This is an optimization exercise on Yosys and OpenROAD, whose aim is small area, a short achievable clock period and few clock cycles per item, not a production implementation. The RTL was checked by simulation tests, not by an equivalence proof against the original design. Power is estimated from default activity; no workload was simulated.

$ cat flow/design.v
`default_nettype none
package rv_pkg;
  localparam int XLEN = 32;
  localparam logic [6:0] OPC_OP     = 7'b0110011;
  localparam logic [6:0] OPC_OP_IMM = 7'b0010011;
  localparam logic [6:0] OPC_LUI    = 7'b0110111;
  typedef enum logic [3:0] {
    ALU_ADD,
    ALU_SUB,
    ALU_SLL,
    ALU_SLT,
    ALU_SLTU,
    ALU_XOR,
    ALU_SRL,
    ALU_SRA,
    ALU_OR,
    ALU_AND,
    ALU_PASS_B
  } alu_op_e;
  typedef struct packed {
    logic [6:0] funct7;
    logic [4:0] rs2;
    logic [4:0] rs1;
    logic [2:0] funct3;
    logic [4:0] rd;
    logic [6:0] opcode;
  } inst_r_t;
  typedef struct packed {
    logic [11:0] imm12;
    logic [4:0]  rs1;
    logic [2:0]  funct3;
    logic [4:0]  rd;
    logic [6:0]  opcode;
  } inst_i_t;
  typedef union packed {
    inst_r_t r;
    inst_i_t i;
  } inst_u;
  typedef struct packed {
    alu_op_e         alu_op;
    logic            use_imm;
    logic [XLEN-1:0] imm;
    logic [4:0]      rs1;
    logic [4:0]      rs2;
    logic [4:0]      rd;
    logic            wen;
    logic            illegal;
    logic            pad;
  } dec_t;
  typedef struct packed {
    logic [4:0]      rd;
    logic [XLEN-1:0] value;
    logic            wen;
    logic            illegal;
  } res_t;
endpackage
`default_nettype wire
`default_nettype none
module inst_decode (
  input  logic          clk,
  input  logic          i_reset,
  input  logic          i_valid,
  input  rv_pkg::inst_u i_inst,
  output logic          o_ready,
  output logic          o_dec_valid,
  output rv_pkg::dec_t  o_dec_payload,
  input  logic          i_dec_ready
);
  rv_pkg::dec_t dec_d;
  logic         is_op;
  logic         funct7_ok;
  logic         check_funct7;
  assign is_op = (i_inst.r.opcode == rv_pkg::OPC_OP);
  assign funct7_ok = (i_inst.r.funct7 == 7'h00) ||
                     ((i_inst.r.funct7 == 7'h20) &&
                      ((is_op && i_inst.r.funct3 == 3'd0) || i_inst.r.funct3 == 3'd5));
  assign check_funct7 = is_op || (i_inst.r.funct3 == 3'd1) || (i_inst.r.funct3 == 3'd5);
  always_comb begin
    dec_d         = '0;
    dec_d.rs1     = i_inst.r.rs1;
    dec_d.rs2     = i_inst.r.rs2;
    dec_d.rd      = i_inst.r.rd;
    dec_d.alu_op  = rv_pkg::ALU_ADD;
    dec_d.wen     = 1'b1;
    case (i_inst.r.opcode)
      rv_pkg::OPC_OP, rv_pkg::OPC_OP_IMM: begin
        dec_d.use_imm = !is_op;
        dec_d.imm     = {{(rv_pkg::XLEN-12){i_inst.i.imm12[11]}}, i_inst.i.imm12};
        case (i_inst.r.funct3)
          3'd0: dec_d.alu_op = (is_op && i_inst.r.funct7[5]) ? rv_pkg::ALU_SUB
                                                             : rv_pkg::ALU_ADD;
          3'd1: dec_d.alu_op = rv_pkg::ALU_SLL;
          3'd2: dec_d.alu_op = rv_pkg::ALU_SLT;
          3'd3: dec_d.alu_op = rv_pkg::ALU_SLTU;
          3'd4: dec_d.alu_op = rv_pkg::ALU_XOR;
          3'd5: dec_d.alu_op = i_inst.r.funct7[5] ? rv_pkg::ALU_SRA : rv_pkg::ALU_SRL;
          3'd6: dec_d.alu_op = rv_pkg::ALU_OR;
          default: dec_d.alu_op = rv_pkg::ALU_AND;
        endcase
        dec_d.illegal = check_funct7 && !funct7_ok;
      end
      rv_pkg::OPC_LUI: begin
        dec_d.use_imm = 1'b1;
        dec_d.alu_op  = rv_pkg::ALU_PASS_B;
        dec_d.imm     = {i_inst.r.funct7, i_inst.r.rs2, i_inst.r.rs1, i_inst.r.funct3,
                         12'h000};
      end
      default: begin
        dec_d.illegal = 1'b1;
      end
    endcase
    if (dec_d.illegal) begin
      dec_d.alu_op  = rv_pkg::ALU_PASS_B;
      dec_d.use_imm = 1'b1;
      dec_d.imm     = '0;
      dec_d.wen     = 1'b0;
    end
  end
  assign o_ready = !o_dec_valid || i_dec_ready;
  always_ff @(posedge clk) begin
    if (i_reset) begin
      o_dec_valid <= 1'b0;
    end else if (o_ready) begin
      o_dec_valid <= i_valid;
    end
  end
  always_ff @(posedge clk) begin
    if (o_ready && i_valid) begin
      o_dec_payload <= dec_d;
    end
  end
endmodule
`default_nettype wire
`default_nettype none
module reg_file #(
  parameter logic [31:0] RESET_VALUE = 32'h0000_0000
) (
  input  logic                    clk,
  input  logic                    i_reset,
  input  logic [4:0]              i_raddr_a,
  input  logic [4:0]              i_raddr_b,
  output logic [rv_pkg::XLEN-1:0] o_rdata_a,
  output logic [rv_pkg::XLEN-1:0] o_rdata_b,
  input  logic                    i_wen,
  input  logic [4:0]              i_waddr,
  input  logic [rv_pkg::XLEN-1:0] i_wdata
);
  logic [rv_pkg::XLEN-1:0] regs [1:31];
  always_ff @(posedge clk) begin
    if (i_reset) begin
      for (int i = 1; i < 32; i++) begin
        regs[i] <= RESET_VALUE;
      end
    end else if (i_wen && (i_waddr != 5'd0)) begin
      regs[i_waddr] <= i_wdata;
    end
  end
  assign o_rdata_a = (i_raddr_a == 5'd0) ? '0 : regs[i_raddr_a];
  assign o_rdata_b = (i_raddr_b == 5'd0) ? '0 : regs[i_raddr_b];
endmodule
`default_nettype wire
`default_nettype none
module alu_execute (
  input  logic                    clk,
  input  logic                    i_reset,
  input  logic                    i_dec_valid,
  input  rv_pkg::dec_t            i_dec_payload,
  output logic                    o_dec_ready,
  output logic                    o_exe_valid,
  output rv_pkg::res_t            o_exe_payload,
  input  logic                    i_exe_ready,
  output logic [4:0]              o_raddr_a,
  output logic [4:0]              o_raddr_b,
  input  logic [rv_pkg::XLEN-1:0] i_rdata_a,
  input  logic [rv_pkg::XLEN-1:0] i_rdata_b
);
  rv_pkg::dec_t            dec;
  rv_pkg::res_t            res_d;
  logic                    fwd_a;
  logic                    fwd_b;
  logic                    fwd_ok;
  logic [rv_pkg::XLEN-1:0] op_a;
  logic [rv_pkg::XLEN-1:0] rs2_val;
  logic [rv_pkg::XLEN-1:0] op_b;
  logic [4:0]              shamt;
  logic [rv_pkg::XLEN-1:0] alu_out;
  assign dec = i_dec_payload;
  assign o_raddr_a = dec.rs1;
  assign o_raddr_b = dec.rs2;
  assign fwd_ok = o_exe_valid && o_exe_payload.wen && (o_exe_payload.rd != 5'd0);
  assign fwd_a  = fwd_ok && (o_exe_payload.rd == dec.rs1);
  assign fwd_b  = fwd_ok && (o_exe_payload.rd == dec.rs2);
  assign op_a    = fwd_a ? o_exe_payload.value : i_rdata_a;
  assign rs2_val = fwd_b ? o_exe_payload.value : i_rdata_b;
  assign op_b    = dec.use_imm ? dec.imm : rs2_val;
  assign shamt = op_b[4:0];
  always_comb begin
    case (dec.alu_op)
      rv_pkg::ALU_ADD:    alu_out = op_a + op_b;
      rv_pkg::ALU_SUB:    alu_out = op_a - op_b;
      rv_pkg::ALU_SLL:    alu_out = op_a << shamt;
      rv_pkg::ALU_SLT:    alu_out = {{(rv_pkg::XLEN-1){1'b0}}, $signed(op_a) < $signed(op_b)};
      rv_pkg::ALU_SLTU:   alu_out = {{(rv_pkg::XLEN-1){1'b0}}, op_a < op_b};
      rv_pkg::ALU_XOR:    alu_out = op_a ^ op_b;
      rv_pkg::ALU_SRL:    alu_out = op_a >> shamt;
      rv_pkg::ALU_SRA:    alu_out = $unsigned($signed(op_a) >>> shamt);
      rv_pkg::ALU_OR:     alu_out = op_a | op_b;
      rv_pkg::ALU_AND:    alu_out = op_a & op_b;
      rv_pkg::ALU_PASS_B: alu_out = op_b;
      default:            alu_out = '0;
    endcase
  end
  always_comb begin
    res_d.rd      = dec.rd;
    res_d.value   = alu_out;
    res_d.wen     = dec.wen;
    res_d.illegal = dec.illegal;
  end
  assign o_dec_ready = !o_exe_valid || i_exe_ready;
  always_ff @(posedge clk) begin
    if (i_reset) begin
      o_exe_valid <= 1'b0;
    end else if (o_dec_ready) begin
      o_exe_valid <= i_dec_valid;
    end
  end
  always_ff @(posedge clk) begin
    if (i_dec_valid && o_dec_ready) begin
      o_exe_payload <= res_d;
    end
  end
endmodule
`default_nettype wire
`default_nettype none
module writeback_stage (
  input  logic                    clk,
  input  logic                    i_reset,
  input  logic                    i_exe_valid,
  input  rv_pkg::res_t            i_exe_payload,
  output logic                    o_exe_ready,
  output logic                    o_wen,
  output logic [4:0]              o_waddr,
  output logic [rv_pkg::XLEN-1:0] o_wdata,
  output logic                    o_valid,
  output logic [4:0]              o_rd,
  output logic [rv_pkg::XLEN-1:0] o_value,
  output logic                    o_illegal,
  input  logic                    i_ready
);
  rv_pkg::res_t wb_q;
  assign o_exe_ready = !o_valid || i_ready;
  assign o_wen   = i_exe_valid && o_exe_ready && i_exe_payload.wen && (i_exe_payload.rd != 5'd0);
  assign o_waddr = i_exe_payload.rd;
  assign o_wdata = i_exe_payload.value;
  always_ff @(posedge clk) begin
    if (i_reset) begin
      o_valid <= 1'b0;
    end else if (o_exe_ready) begin
      o_valid <= i_exe_valid;
    end
  end
  always_ff @(posedge clk) begin
    if (i_exe_valid && o_exe_ready) begin
      wb_q <= i_exe_payload;
    end
  end
  assign o_rd      = wb_q.rd;
  assign o_value   = wb_q.value;
  assign o_illegal = wb_q.illegal;
endmodule
`default_nettype wire
`default_nettype none
module int_core #(
  parameter logic [31:0] RESET_VALUE = 32'h0000_1000
) (
  input  logic                    clk,
  input  logic                    i_reset,
  input  logic                    i_inst_valid,
  input  logic [31:0]             i_inst,
  output logic                    o_inst_ready,
  output logic                    o_wb_valid,
  output logic [4:0]              o_wb_rd,
  output logic [rv_pkg::XLEN-1:0] o_wb_value,
  output logic                    o_wb_illegal,
  input  logic                    i_wb_ready
);
  logic [4:0]              raddr_a;
  logic [4:0]              raddr_b;
  logic [rv_pkg::XLEN-1:0] rdata_a;
  logic [rv_pkg::XLEN-1:0] rdata_b;
  logic                    rf_wen;
  logic [4:0]              rf_waddr;
  logic [rv_pkg::XLEN-1:0] rf_wdata;
  logic                    dec_valid;
  rv_pkg::dec_t            dec_payload;
  logic                    dec_ready;
  logic                    exe_valid;
  rv_pkg::res_t            exe_payload;
  logic                    exe_ready;
  inst_decode u_decode (
    .clk     (clk),
    .i_reset (i_reset),
    .i_valid (i_inst_valid),
    .i_inst  (i_inst),
    .o_ready       (o_inst_ready),
    .o_dec_valid   (dec_valid),
    .o_dec_payload (dec_payload),
    .i_dec_ready   (dec_ready)
  );
  reg_file #(
    .RESET_VALUE (RESET_VALUE)
  ) u_reg_file (
    .clk       (clk),
    .i_reset   (i_reset),
    .i_raddr_a (raddr_a),
    .i_raddr_b (raddr_b),
    .o_rdata_a (rdata_a),
    .o_rdata_b (rdata_b),
    .i_wen     (rf_wen),
    .i_waddr   (rf_waddr),
    .i_wdata   (rf_wdata)
  );
  alu_execute u_execute (
    .clk       (clk),
    .i_reset   (i_reset),
    .i_dec_valid   (dec_valid),
    .i_dec_payload (dec_payload),
    .o_dec_ready   (dec_ready),
    .o_exe_valid   (exe_valid),
    .o_exe_payload (exe_payload),
    .i_exe_ready   (exe_ready),
    .o_raddr_a (raddr_a),
    .o_raddr_b (raddr_b),
    .i_rdata_a (rdata_a),
    .i_rdata_b (rdata_b)
  );
  writeback_stage u_writeback (
    .clk       (clk),
    .i_reset   (i_reset),
    .i_exe_valid   (exe_valid),
    .i_exe_payload (exe_payload),
    .o_exe_ready   (exe_ready),
    .o_wen     (rf_wen),
    .o_waddr   (rf_waddr),
    .o_wdata   (rf_wdata),
    .o_valid   (o_wb_valid),
    .o_rd      (o_wb_rd),
    .o_value   (o_wb_value),
    .o_illegal (o_wb_illegal),
    .i_ready   (i_wb_ready)
  );
endmodule
`default_nettype wire
$ cat flow/config.mk
export PLATFORM = sky130hd
export DESIGN_NAME = int_core
export DESIGN_NICKNAME = int_core
export VERILOG_FILES = /design/flow/design.v
export SDC_FILE = /design/flow/constraint.sdc
export NUM_CORES = 4
export LEC_CHECK = 0
export CAP_MARGIN = 20
export CORE_MARGIN = 2
export CORE_UTILIZATION = 40
export PLACE_DENSITY = 0.6
export SLEW_MARGIN = 20
$ cat flow/constraint.sdc
create_clock -name core_clock -period 7.0 [get_ports {clk}]
set_input_delay 1.4000 -clock core_clock [delete_from_list [all_inputs] [get_ports {clk}]]
set_output_delay 1.4000 -clock core_clock [all_outputs]
set_load 0.01 [all_outputs]
$ cat flow/run.sh
#!/bin/bash
# synth_recipe.tcl (not shown) runs the flow's synth.tcl, then flattens the netlist and writes it again
# the make line also repeats each setting of config.mk as NAME=value (left out here)
make -C /OpenROAD-flow-scripts/flow DESIGN_CONFIG=/design/flow/config.mk WORK_HOME=/design/flow/orfs CLKGATE_MAP_FILE= SYNTH_SCRIPT=/design/flow/synth_recipe.tcl finish
==> out/summary.log <==
INFO  clocking       cts_max_level=4
INFO  synthesis      synthXorXnorAreaFrac=0.203%
INFO  cells_and_area final_common_cell=edfxtp_1
INFO  synthesis      ys_seq_area_share=50.5%
INFO  sta            hold_violations=0
INFO  cells_and_area fill_cells=15,300
INFO  critical_path  reg2reg_slack=0.49ns
INFO  synthesis      postSynthRegisterBits=1,168
INFO  worst_hold_path worstHoldPathType=reg -> reg
INFO  cells_and_area mostFrequentLayoutCells=edfxtp_1 (1,155), and2_1 (985), mux2i_1 (629)
INFO  synthesis      synth-compound-area-share=7.92%
INFO  synthesis      synthMuxAreaShare=21.1%
INFO  synthesis      postSynth.topFlopCell=edfxtp_1
INFO  power_and_ir_drop maximum_vdd_drop=0.199mV
INFO  detailed_routing antenna_violating_nets_post_route=0
INFO  sta            timing.slew.headroom=22.2%
INFO  cells_and_area finish.utilization=45.5%
INFO  clocking       cts.path.max_buffers=3
INFO  sta            finalClockSkew=0.0419ns
INFO  synthesis      combinational_family_with_the_most_area_after_synthesis=multiplexers
INFO  flow_run       maxCapViolations=0
INFO  critical_path  worst_r2r_endpoint=u_execute.o_exe_payload[2]$_DFFE_PP_
INFO  global_routing first_pass_grt_wire_length=394,000microns
INFO  sta            setup_viol=0
INFO  placement      io_buffer_count=75
INFO  detailed_routing drtPass1Iterations=6
INFO  clocking       clock_sink_count=1,168
INFO  synthesis      postSynth.asyncResetShare=0%
INFO  floorplan      pin_count=76
INFO  cells_and_area fraction_of_layout_cells_with_a_size_suffix_above_1=17.6%
INFO  clocking       clk_pin_slew_worst_paths=0.06ns
INFO  placement      place_area=73,700squm
INFO  synthesis      area_share_of_and_or_nand_nor_cells_after_synthesis=14.5%
INFO  cells_and_area nNetsFinal=5,699
INFO  floorplan      core_area=172,000squm
INFO  global_routing maximum_number_of_pins_on_one_net_before_global_route_repair=68
INFO  critical_path  critPathCapture=u_execute.o_exe_payload[2]$_DFFE_PP_
INFO  synthesis      synthesis.area=69,100squm
INFO  clocking       ctsResizeCount=0
INFO  global_routing initial_antenna_violation_count=34
INFO  synthesis      syn_area_per_cell=12.5squm
INFO  sta            final_cycle_share=92.9%
INFO  power_and_ir_drop power.static_leakage=29.4nW
INFO  clocking       post_cts_buffers=0
INFO  critical_path  crit_chain=buf_4 -> buf_4 -> mux2i_1 -> o22ai_1 -> nor4_1 -> nand3_1 -> a22oi_1 -> inv_1 -> ha_1 -> nor4_1 -> nand3_1 -> a311oi_1 -> buf_4 -> o2111a_1 -> nor2_1 -> o2111ai_1 -> nand3_1 -> a21oi_1 -> nor3_1 -> or3_1
INFO  synthesis      synth-warning-count=4
INFO  status         status=timing/DRC/antenna clean
INFO  detailed_routing routed-via-count=51,900
INFO  detailed_routing route.detailed.vias_per_inst=6.50
INFO  sta            fin_setup_tns=0ns
INFO  global_routing global_route.usage.total=31.9%
INFO  placement      place_congestion=1.01
INFO  sta            final.min_clock_period=6.51ns
INFO  detailed_routing drc=0
INFO  critical_path  critPathSlowestCell=dfxtp_4
INFO  detailed_routing wire_length_after_detailed_routing=285,000microns
INFO  synthesis      post_synthesis_adder_cell_area_fraction=1.90%
INFO  floorplan      dieWidth=420microns
INFO  floorplan      fp.dieArea=176,000squm
INFO  detailed_routing drt_iter0_drc=8,056
INFO  critical_path  crit_arrival=7.04ns
INFO  sta            max_freq=154MHz
INFO  synthesis      synth_cell_type_count=100
INFO  power_and_ir_drop power_density=265nW/um^2
INFO  critical_path  reg2reg_depth=20
INFO  global_routing globalRoute.totalOverflow=0
INFO  clocking       insertion_delay=0.81ns
INFO  critical_path  worstSetupEndpointType=flip-flop
INFO  global_routing number_of_global_route_vias_before_repair=50,200
INFO  critical_path  cp.required=7.54ns
INFO  detailed_routing avgRoutedWirePerCell=35.7microns
INFO  synthesis      synth_edf_count=1,155
INFO  clocking       tritoncts_clock_tree=yes
INFO  cells_and_area stdcell_area=78,200squm
INFO  clocking       cts_made_buffers=137
INFO  critical_path  timing.critical_path.from_type=flip-flop
INFO  floorplan      core.rowCount=152
INFO  synthesis      gate_count_of_the_mapped_netlist=5,524
INFO  sta            worst-slew-pin-transition=1.17ns
INFO  floorplan      floorplan.initialDensity=40.3%
INFO  cells_and_area layout-area-overhead-vs-synth=13.0%
INFO  placement      dp_hpwl=186,000microns
INFO  critical_path  max_stage_delay=0.76ns
INFO  critical_path  timing.critical_path.fanout_max=32
INFO  clocking       cts_root_buffer=clkbuf_16
INFO  sta            report.final.slew_viol_count=0
INFO  critical_path  timing_worst_setup_path_type=reg -> reg
INFO  sta            rsz0062_at_grt=false
INFO  clocking       ctsHoldBuffers=0
INFO  floorplan      die_span_in_y=420microns
-- cells in the mapped netlist (41+ instances only) --
master	number	area, sq um
nand3_1	132	661
nand2_1	228	856
inv_1	98	368
a21oi_1	161	806
mux4_2	341	7680
a22oi_1	118	886
buf_1	41	154
o22ai_1	106	663
edfxtp_1	1155	34700
mux2i_1	629	6300
mux2_2	46	518
and2_1	986	6170
buf_2	121	606
nor2_1	199	747
or3_1	42	263
o21ai_0	109	546
clkbuf_1	329	1230
ha_1	102	1280
nor3_1	43	215
-- worst max-delay path, delay by kind of cell (launching register included) --
kind                       cells  cell delay (ns)
AOI/OAI and AO/OA              6             1.60
adders and majority gates      1             0.51
buffers and inverters          4             1.35
DFF                            1             0.76
muxes                          1             0.25
and+or+nand+nor                8             1.67
-- how the worst min path moves through the flow --
stage / from / end / slack (ns) / cells after the start
floorplan: u_decode.o_dec_payload[1]$_DFFE_PP_ / u_execute.o_exe_payload[0]$_DFFE_PP_ / 0.40 / 0
global placement: u_decode.o_dec_payload[2]$_DFFE_PP_ / u_execute.o_exe_payload[1]$_DFFE_PP_ / 0.40 / 0
detailed placement: u_decode.o_dec_payload[7]$_DFFE_PP_ / u_execute.o_exe_payload[38]$_DFFE_PP_ / 0.41 / 0
CTS: u_decode.o_dec_payload[2]$_DFFE_PP_ / u_execute.o_exe_payload[1]$_DFFE_PP_ / 0.42 / 0
global route: u_decode.o_dec_payload[3]$_DFFE_PP_ / u_execute.o_exe_payload[34]$_DFFE_PP_ / 0.43 / 0
finish: u_decode.o_dec_payload[7]$_DFFE_PP_ / u_execute.o_exe_payload[38]$_DFFE_PP_ / 0.42 / 0
-- registers in the layout, indices dropped and copies added (netlist names), named ones only --
| name | count |
|---|---|
| u_decode.o_dec_payload | 54 |
| u_decode.o_dec_valid | 1 |
| u_execute.o_exe_payload | 39 |
| u_execute.o_exe_valid | 1 |
| u_reg_file.regs | 1024 |
| u_writeback.o_valid | 1 |
| u_writeback.wb_q | 38 |
-- power breakdown --
group          internal (W)  switching [W]  leakage, nW
clock network       0.00406        0.00311         2.13
logic               0.00183        0.00348         15.5
registers           0.00799       0.000241         11.8
total                0.0139        0.00684         29.4
-- layout make-up --
type | instances | area [sq um] | share of cell area [%]
antenna | 5 | 12.5 | 0.0160
clock buffer | 161 | 3560 | 4.56
clock inverter | 85 | 817 | 1.05
inverter | 102 | 390 | 0.499
multi-input combinational | 3771 | 32000 | 41.0
sequential | 1168 | 35000 | 44.7
tap | 2310 | 2890 | 3.70
timing repair buffer | 379 | 3490 | 4.46
-- per-layer routing --
metal / vias to the layer above / part of all wire [%] / wire length, microns / global-route usage (%)
li1: 21000 / - / - / -
met1: 26400 / 38 / 109000 / 42.4
met2: 3706 / 44 / 125000 / 48.2
met3: 826 / 11 / 31400 / 6.99
met4: 8 / 6.7 / 19100 / 18.5
met5: - / 0.018 / 51 / 0
-- metrics by stage --
step	hold slack (ns)	setup WS, ns	cells	total power [W]
CTS	0.418	0.660	7973	0.0206
global route	0.425	0.227	7976	0.0212
global placement	0.402	0.697	7726	0.0135
finish	0.416	0.494	7981	0.0207
floorplan	0.400	0.603	5555	0.0113
detailed placement	0.405	0.638	7727	0.0135
-- kinds of logic (layout without fill, tap and decap cells) --
| family | count (synthesis) | after routing |
|---|---|---|
| AOI/OAI and AO/OA | 800 | 800 |
| xor gates and xnor gates | 16 | 16 |
| adders and majority gates | 104 | 104 |
| buffers and inverters | 616 | 727 |
| DFF | 1168 | 1168 |
| muxes | 1022 | 1022 |
| other | 1 | 37 |
| and+or+nand+nor | 1797 | 1797 |
Testbench counts, summed over its fixed seeds: cycles 16,024, items 16,000.

[re-timing with driven ports]
In the flow no input, the clock included, has a driving cell. The finished layout below was timed again as built, in two steps.
Step 1 (the two cells are an assumption about what drives the block):
set clk [get_ports {clk}]
set_driving_cell -lib_cell sky130_fd_sc_hd__clkbuf_16 $clk
set_driving_cell -lib_cell sky130_fd_sc_hd__buf_2 [delete_from_list [all_inputs] $clk]
Step 2 also shifts input and output timing later by t, the mid clock arrival at the registers, as if the neighbouring blocks saw the same clock.
Three values: ideal, step 1, step 2; two values: the first two.
shift t [ns]: 0.874
slack for setup (ns): 0.494 / 0.494 / 0.494
worst register clock-pin slew, ns: 0.07 / 0.07
After both steps setup and hold are still met in this run. The setup slack of this run moves by 0.000 ns with the drivers and by 0.000 ns with both steps.
